Context: an optimization exercise on an open-source flow, tuned for small area. The choices shown serve that exercise and are no tape-out recipe. Only simulation tests tie the RTL to the original design; equivalence was not proved. No activity file was given, so power comes from the tool's default toggle rates.

==> inputs of v31 <==
==> flow/design.v (excerpt) <==
module mips_cpu_bus
(
  input  logic       clk,
  input  logic       reset,
  output logic       active,
  output mips_isa_pkg::word_t      register_v0,
  output mips_isa_pkg::word_t      address,
  output logic       write,
  output logic       read,
  input  logic       waitrequest,
  output mips_isa_pkg::word_t      writedata,
  output logic [3:0] byteenable,
  input  mips_isa_pkg::word_t      readdata
);
==> flow/config.mk <==
export PLATFORM = sky130hd
export DESIGN_NAME = mips_cpu_bus
export DESIGN_NICKNAME = mips_cpu_bus
export VERILOG_FILES = /design/flow/design.v
export SDC_FILE = /design/flow/constraint.sdc
export NUM_CORES = 4
export LEC_CHECK = 0
export CAP_MARGIN = 20
export CORE_MARGIN = 2
export CORE_UTILIZATION = 40
export SLEW_MARGIN = 20
==> flow/constraint.sdc <==
create_clock -name core_clock -period 10.0 [get_ports {clk}]
set_input_delay 2.0000 -clock core_clock [delete_from_list [all_inputs] [get_ports {clk}]]
set_output_delay 2.0000 -clock core_clock [all_outputs]
set_load 0.01 [all_outputs]
standard.sh (not shown) runs the stock make flow with config.mk's settings and CLKGATE_MAP_FILE= SYNTH_SCRIPT=/design/flow/synth_recipe.tcl, a recipe that flattens the netlist after the stock synthesis.
==> flow/flow/run.sh <==
#!/bin/bash
# The standard layout (standard.sh) with three changes to how it is built:
#  - synthesis maps the logic with an area-only ABC script (flow/abc_area.script) in place of
#    ORFS's delay-oriented one; everything else in synthesis is ORFS's own, so the registers,
#    their names and their cells are the standard synthesis's;
#  - port buffers use the smallest buffer cell (buf_1);
#  - clock tree synthesis uses clkbuf_8 with larger sink clusters and no dummy loads.
set -euo pipefail
here="$(cd "$(dirname "${BASH_SOURCE[0]}")" && pwd)"
work="$(cd "$here/.." && pwd)"
cd "$work"
rm -rf "$work/orfs_scripts"
cp -r "$FLOW_HOME/scripts" "$work/orfs_scripts"
cp "$here/abc_area.script" "$work/orfs_scripts/abc_speed.script"
export BUFFER_PORTS_ARGS="-buffer_cell sky130_fd_sc_hd__buf_1"
export CTS_ARGS="-sink_clustering_enable -repair_clock_nets -dont_use_dummy_load -buf_list sky130_fd_sc_hd__clkbuf_8 -sink_clustering_size 20 -sink_clustering_max_diameter 60"
bash standard.sh SCRIPTS_DIR="$work/orfs_scripts" finish > "$work/standard_flow.log" 2>&1
==> flow/flow/abc_area.script <==
strash
dch -f
amap
topo
==> inputs of v9, as changes to v31 <==
==> flow/design.v (replaced) <==
package mips_isa_pkg;
  typedef logic [31:0] word_t;
  localparam word_t RESET_VECTOR = 32'hbfc0_0000;
endpackage
package mips_ctrl_pkg;
  localparam logic [3:0] ST_CLR  = 4'd0;    
  localparam logic [3:0] ST_F0   = 4'd1;    
  localparam logic [3:0] ST_F1   = 4'd8;    
  localparam logic [3:0] ST_E1   = 4'd2;    
  localparam logic [3:0] ST_E2   = 4'd3;    
  localparam logic [3:0] ST_E3   = 4'd4;    
  localparam logic [3:0] ST_SWD  = 4'd5;    
  localparam logic [3:0] ST_MR   = 4'd9;    
  localparam logic [3:0] ST_MW   = 4'd10;    
  localparam logic [3:0] ST_WB   = 4'd6;    
  localparam logic [3:0] ST_HALT = 4'd12;
endpackage
`timescale 1ns/1ps
module mips_cpu_bus
(
  input  logic       clk,
  input  logic       reset,
  output logic       active,
  output mips_isa_pkg::word_t      register_v0,
  output mips_isa_pkg::word_t      address,
  output logic       write,
  output logic       read,
  input  logic       waitrequest,
  output mips_isa_pkg::word_t      writedata,
  output logic [3:0] byteenable,
  input  mips_isa_pkg::word_t      readdata
);
  function automatic logic [31:0] byte_swap(input logic [31:0] w);
    byte_swap = {w[7:0], w[15:8], w[23:16], w[31:24]};
  endfunction
  logic [4:0]  ph;
  logic        run;
  logic [3:0]  st;
  logic        take, c, z;
  logic [31:0] a_reg, ir, v0, pc;
  logic [4:0]  rr;
  logic [31:0] rdata;
  assign rdata = byte_swap(readdata);
  logic [5:0] op, fn;
  assign op = ir[31:26];
  assign fn = ir[5:0];
  logic is_r, is_j, is_br, is_bne, is_addiu, is_ori, is_lui, is_lw, is_sw, is_mem;
  logic f_sll, f_srl, f_jr, f_sub, f_and, f_or, f_xor, f_sltu;
  logic r_sh, r_sltu, r_jr, r_alu, i_alu;
  assign is_r     = (op == 6'h00);
  assign is_j     = (op == 6'h02);
  assign is_br    = (op[5:1] == 5'b00010);
  assign is_bne   = op[0];
  assign is_addiu = (op == 6'h09);
  assign is_ori   = (op == 6'h0d);
  assign is_lui   = (op == 6'h0f);
  assign is_lw    = (op == 6'h23);
  assign is_sw    = (op == 6'h2b);
  assign is_mem   = is_lw | is_sw;
  assign f_sll  = (fn == 6'h00);
  assign f_srl  = (fn == 6'h02);
  assign f_jr   = (fn == 6'h08);
  assign f_sub  = (fn == 6'h23);
  assign f_and  = (fn == 6'h24);
  assign f_or   = (fn == 6'h25);
  assign f_xor  = (fn == 6'h26);
  assign f_sltu = (fn == 6'h2b);
  assign r_sh   = is_r & (f_sll | f_srl);
  assign r_sltu = is_r & f_sltu;
  assign r_jr   = is_r & f_jr;
  assign r_alu  = is_r & ~f_sll & ~f_srl & ~f_jr & ~f_sltu;
  assign i_alu  = is_addiu | is_ori | is_lui;
  logic s_clr, s_f0, s_f1, s_e1, s_e2, s_e3, s_swd, s_mr, s_mw, s_wb, s_halt;
  assign s_clr  = (st == mips_ctrl_pkg::ST_CLR);
  assign s_f0   = (st == mips_ctrl_pkg::ST_F0);
  assign s_f1   = (st == mips_ctrl_pkg::ST_F1);
  assign s_e1   = (st == mips_ctrl_pkg::ST_E1);
  assign s_e2   = (st == mips_ctrl_pkg::ST_E2);
  assign s_e3   = (st == mips_ctrl_pkg::ST_E3);
  assign s_swd  = (st == mips_ctrl_pkg::ST_SWD);
  assign s_mr   = (st == mips_ctrl_pkg::ST_MR);
  assign s_mw   = (st == mips_ctrl_pkg::ST_MW);
  assign s_wb   = (st == mips_ctrl_pkg::ST_WB);
  assign s_halt = (st == mips_ctrl_pkg::ST_HALT);
  logic rev, first, last, bus_done;
  assign rev      = run & ~st[3];    
  assign first    = (ph == 5'd0);
  assign last     = (ph == 5'd31);
  assign bus_done = (s_f1 | s_mr | s_mw) & ~waitrequest;
  assign read       = s_f1 | s_mr;
  assign write      = s_mw;
  assign byteenable = {4{~s_halt}};    
  assign address    = a_reg;
  assign writedata  = byte_swap(ir);
  assign active     = ~s_halt;
  assign register_v0 = v0;
  logic [31:0] rbit;     
  logic [31:0] we;       
  logic        wen, wbit, rb, sel_rt;
  logic [4:0]  dest;
  genvar gi;
  generate
    for (gi = 0; gi < 32; gi = gi + 1) begin : g_reg
      if (gi == 0) begin : g_zero
        assign rbit[gi] = 1'b0;
      end else if (gi == 2) begin : g_v0
        assign rbit[gi] = v0[ph];
      end else begin : g_ring
        logic [31:0] ring;
        always_ff @(posedge clk) begin
          ring <= {we[gi] ? wbit : ring[0], ring[31:1]};
        end
        assign rbit[gi] = ring[0];
      end
    end
  endgenerate
  assign sel_rt = (s_e1 & (is_r | is_br)) | s_swd;
  assign rb     = rbit[sel_rt ? rr : ir[25:21]];
  always_comb begin
    for (int i = 0; i < 32; i++) begin
      we[i] = (run & s_clr) | (wen & (dest == i[4:0]));
    end
  end
  logic a, b, cinit, cin, sum, cout, res, zbit, zero;
  logic ph_ge2, ph_lt28;
  assign ph_ge2  = |ph[4:1];
  assign ph_lt28 = ~(ph[4] & ph[3] & ph[2]);
  logic [4:0] shamt;
  logic       sh_lt;
  assign shamt = ir[10:6];
  assign sh_lt = (((s_e3 & ~f_sll) ? ~ph : ph) < shamt);
  always_comb begin
    a     = 1'b0;
    b     = 1'b0;
    cinit = 1'b0;
    if (s_f0) begin
      if (!take) begin
        a = pc[0];
        b = (ph == 5'd2);
      end else if (is_j) begin
        a = ~ph_lt28 & pc[0];
        b = ph_ge2 & ph_lt28 & ir[0];
      end else if (is_r) begin
        b = rb;
      end else begin
        a = pc[0];
        b = ph_ge2 & ir[0];
      end
    end else begin
      if (is_r | is_br) begin
        a     = rb;
        b     = a_reg[0] ^ (f_sub | f_sltu);
        cinit = f_sub | f_sltu;
      end else if (is_ori) begin
        a = rb;
        b = ~ph[4] & ir[0];
      end else if (is_lui) begin
        b = ph[4] & ir[0];
      end else begin
        a = rb;
        b = ir[0];
      end
    end
  end
  assign cin  = first ? cinit : c;
  assign sum  = a ^ b ^ cin;
  assign cout = (a & b) | (cin & (a ^ b));
  always_comb begin
    if (is_r & f_and)                 res = a & b;
    else if ((is_r & f_or) | is_ori | is_lui) res = a | b;
    else if (is_r & f_xor)            res = a ^ b;
    else                              res = sum;
  end
  assign zbit = s_f0 ? pc[0] : (rb ^ a_reg[0]);
  assign zero = (first | z) & ~zbit;
  always_comb begin
    wen  = 1'b0;
    wbit = 1'b0;
    if (run) begin
      if ((s_e1 & i_alu) | (s_e2 & r_alu)) begin
        wen  = 1'b1;
        wbit = res;
      end else if (s_e3 & r_sltu) begin
        wen  = 1'b1;
        wbit = first & ~c;
      end else if (s_e3 & r_sh) begin
        wen  = 1'b1;
        wbit = ~sh_lt & a_reg[0];
      end else if (s_wb) begin
        wen  = 1'b1;
        wbit = ir[0];
      end
    end
  end
  assign dest = (s_wb | ~is_r) ? rr : ir[15:11];
  logic a_en, a_in, pc_in, ir_load, sh_full, sh_j, sh_lo;
  always_comb begin
    if (s_f0)                a_in = pc[0];
    else if (s_e1 & is_mem)  a_in = sum;
    else if (s_e1 & (is_r | is_br)) a_in = rb;
    else if (s_e2 & r_sh)    a_in = a_reg[0];
    else                     a_in = wbit;
  end
  assign a_en = rev & ~s_swd & ~(s_e2 & r_sh & ~(sh_lt ^ f_sll));
  assign pc_in = s_clr ? mips_isa_pkg::RESET_VECTOR[ph] : (s_f0 & run) ? sum : pc[0];
  assign ir_load = (s_f1 | s_mr) & ~waitrequest;
  assign sh_full = run & (s_swd | s_wb);
  assign sh_j    = run & s_f0 & take & is_j & ph_ge2;
  assign sh_lo   = run & ((s_f0 & take & is_br & ph_ge2) |
                          (s_e1 & (is_addiu | is_ori | is_mem)) |
                          (s_e1 & is_lui & ph[4]));
  always_ff @(posedge clk) begin
    pc <= {pc_in, pc[31:1]};
    c  <= cout;
    z  <= zero;
    if (a_en) a_reg <= {a_in, a_reg[31:1]};
    if (ir_load) begin
      ir <= rdata;
    end else begin
      if (sh_full)                  ir[31:26] <= {rb, ir[31:27]};
      if (sh_full | sh_j)           ir[25:15] <= ir[26:16];
      if (sh_full | sh_j | sh_lo)   ir[14:0]  <= ir[15:1];
    end
    if (s_f1 & ~waitrequest) rr <= rdata[20:16];
  end
  always_ff @(posedge clk) begin
    if (reset) begin
      v0 <= '0;
    end else if (wen & last & (dest == 5'd2)) begin
      v0 <= {wbit, a_reg[31:1]};
    end
  end
  always_ff @(posedge clk) begin
    if (reset) begin
      ph   <= '0;
      run  <= 1'b1;
      st   <= mips_ctrl_pkg::ST_CLR;
      take <= 1'b0;
    end else begin
      ph <= ph + 5'd1;
      if (last)          run <= 1'b1;
      else if (bus_done) run <= 1'b0;
      if (s_f1 & ~waitrequest) st <= mips_ctrl_pkg::ST_E1;
      if (s_mr & ~waitrequest) st <= mips_ctrl_pkg::ST_WB;
      if (s_mw & ~waitrequest) st <= mips_ctrl_pkg::ST_F0;
      if (run & last) begin
        if (s_clr) st <= mips_ctrl_pkg::ST_F0;
        if (s_f0) begin
          st   <= zero ? mips_ctrl_pkg::ST_HALT : mips_ctrl_pkg::ST_F1;
          take <= 1'b0;
        end
        if (s_e1) begin
          take <= is_j | r_jr;
          if ((is_r & ~f_jr) | is_br) st <= mips_ctrl_pkg::ST_E2;
          else if (is_sw)             st <= mips_ctrl_pkg::ST_SWD;
          else if (is_lw)             st <= mips_ctrl_pkg::ST_MR;
          else                        st <= mips_ctrl_pkg::ST_F0;
        end
        if (s_e2) begin
          take <= is_br & (zero ^ is_bne);
          st   <= (r_sh | r_sltu) ? mips_ctrl_pkg::ST_E3 : mips_ctrl_pkg::ST_F0;
        end
        if (s_e3) st <= mips_ctrl_pkg::ST_F0;
        if (s_swd) st <= mips_ctrl_pkg::ST_MW;
        if (s_wb) st <= mips_ctrl_pkg::ST_F0;
      end
    end
  end
endmodule
==> summary of the runs <==
v31 finished with timing, DRC and antenna clean. v9 completed with no timing, DRC or antenna violations. Between v31 and v9, the lower sequential cell count is in v9 (gap 1). In v9 the worst setup slack is worse than in v31, by 1.3 ns. Clock power is about the same in v31 and v9. Of v31 and v9, v31 has the higher non-clock buffer count (gap 1).

static timing again, ports no longer ideal:
The flow's constraints put no driver on any port. The routed layouts listed below were extracted and timed again, unchanged, in two steps.
Step 1, drivers: a clkbuf_16 drives clk and a buf_2 each remaining input, both assumed.
Step 2 times the ports against the registers' clock, not the clock port: input delays grow and output delays shrink by t, the midpoint of the rising clock arrivals with the driver on.
Slacks: no drivers / after step 1 / after step 2; pairs: no drivers / after step 1.
| run | t, ns | slack for setup (ns) | clock arrival spread, ns | slew at the worst register clock pin (ns) |
|---|---|---|---|---|
| v31 | 0.672 | 2.791 / 2.791 / 2.791 | 0.072 / 0.072 | 0.11 / 0.11 |
| v9 | 0.692 | 1.443 / 1.443 / 1.443 | 0.110 / 0.110 | 0.12 / 0.12 |
After both steps setup and hold are still met in every run listed.
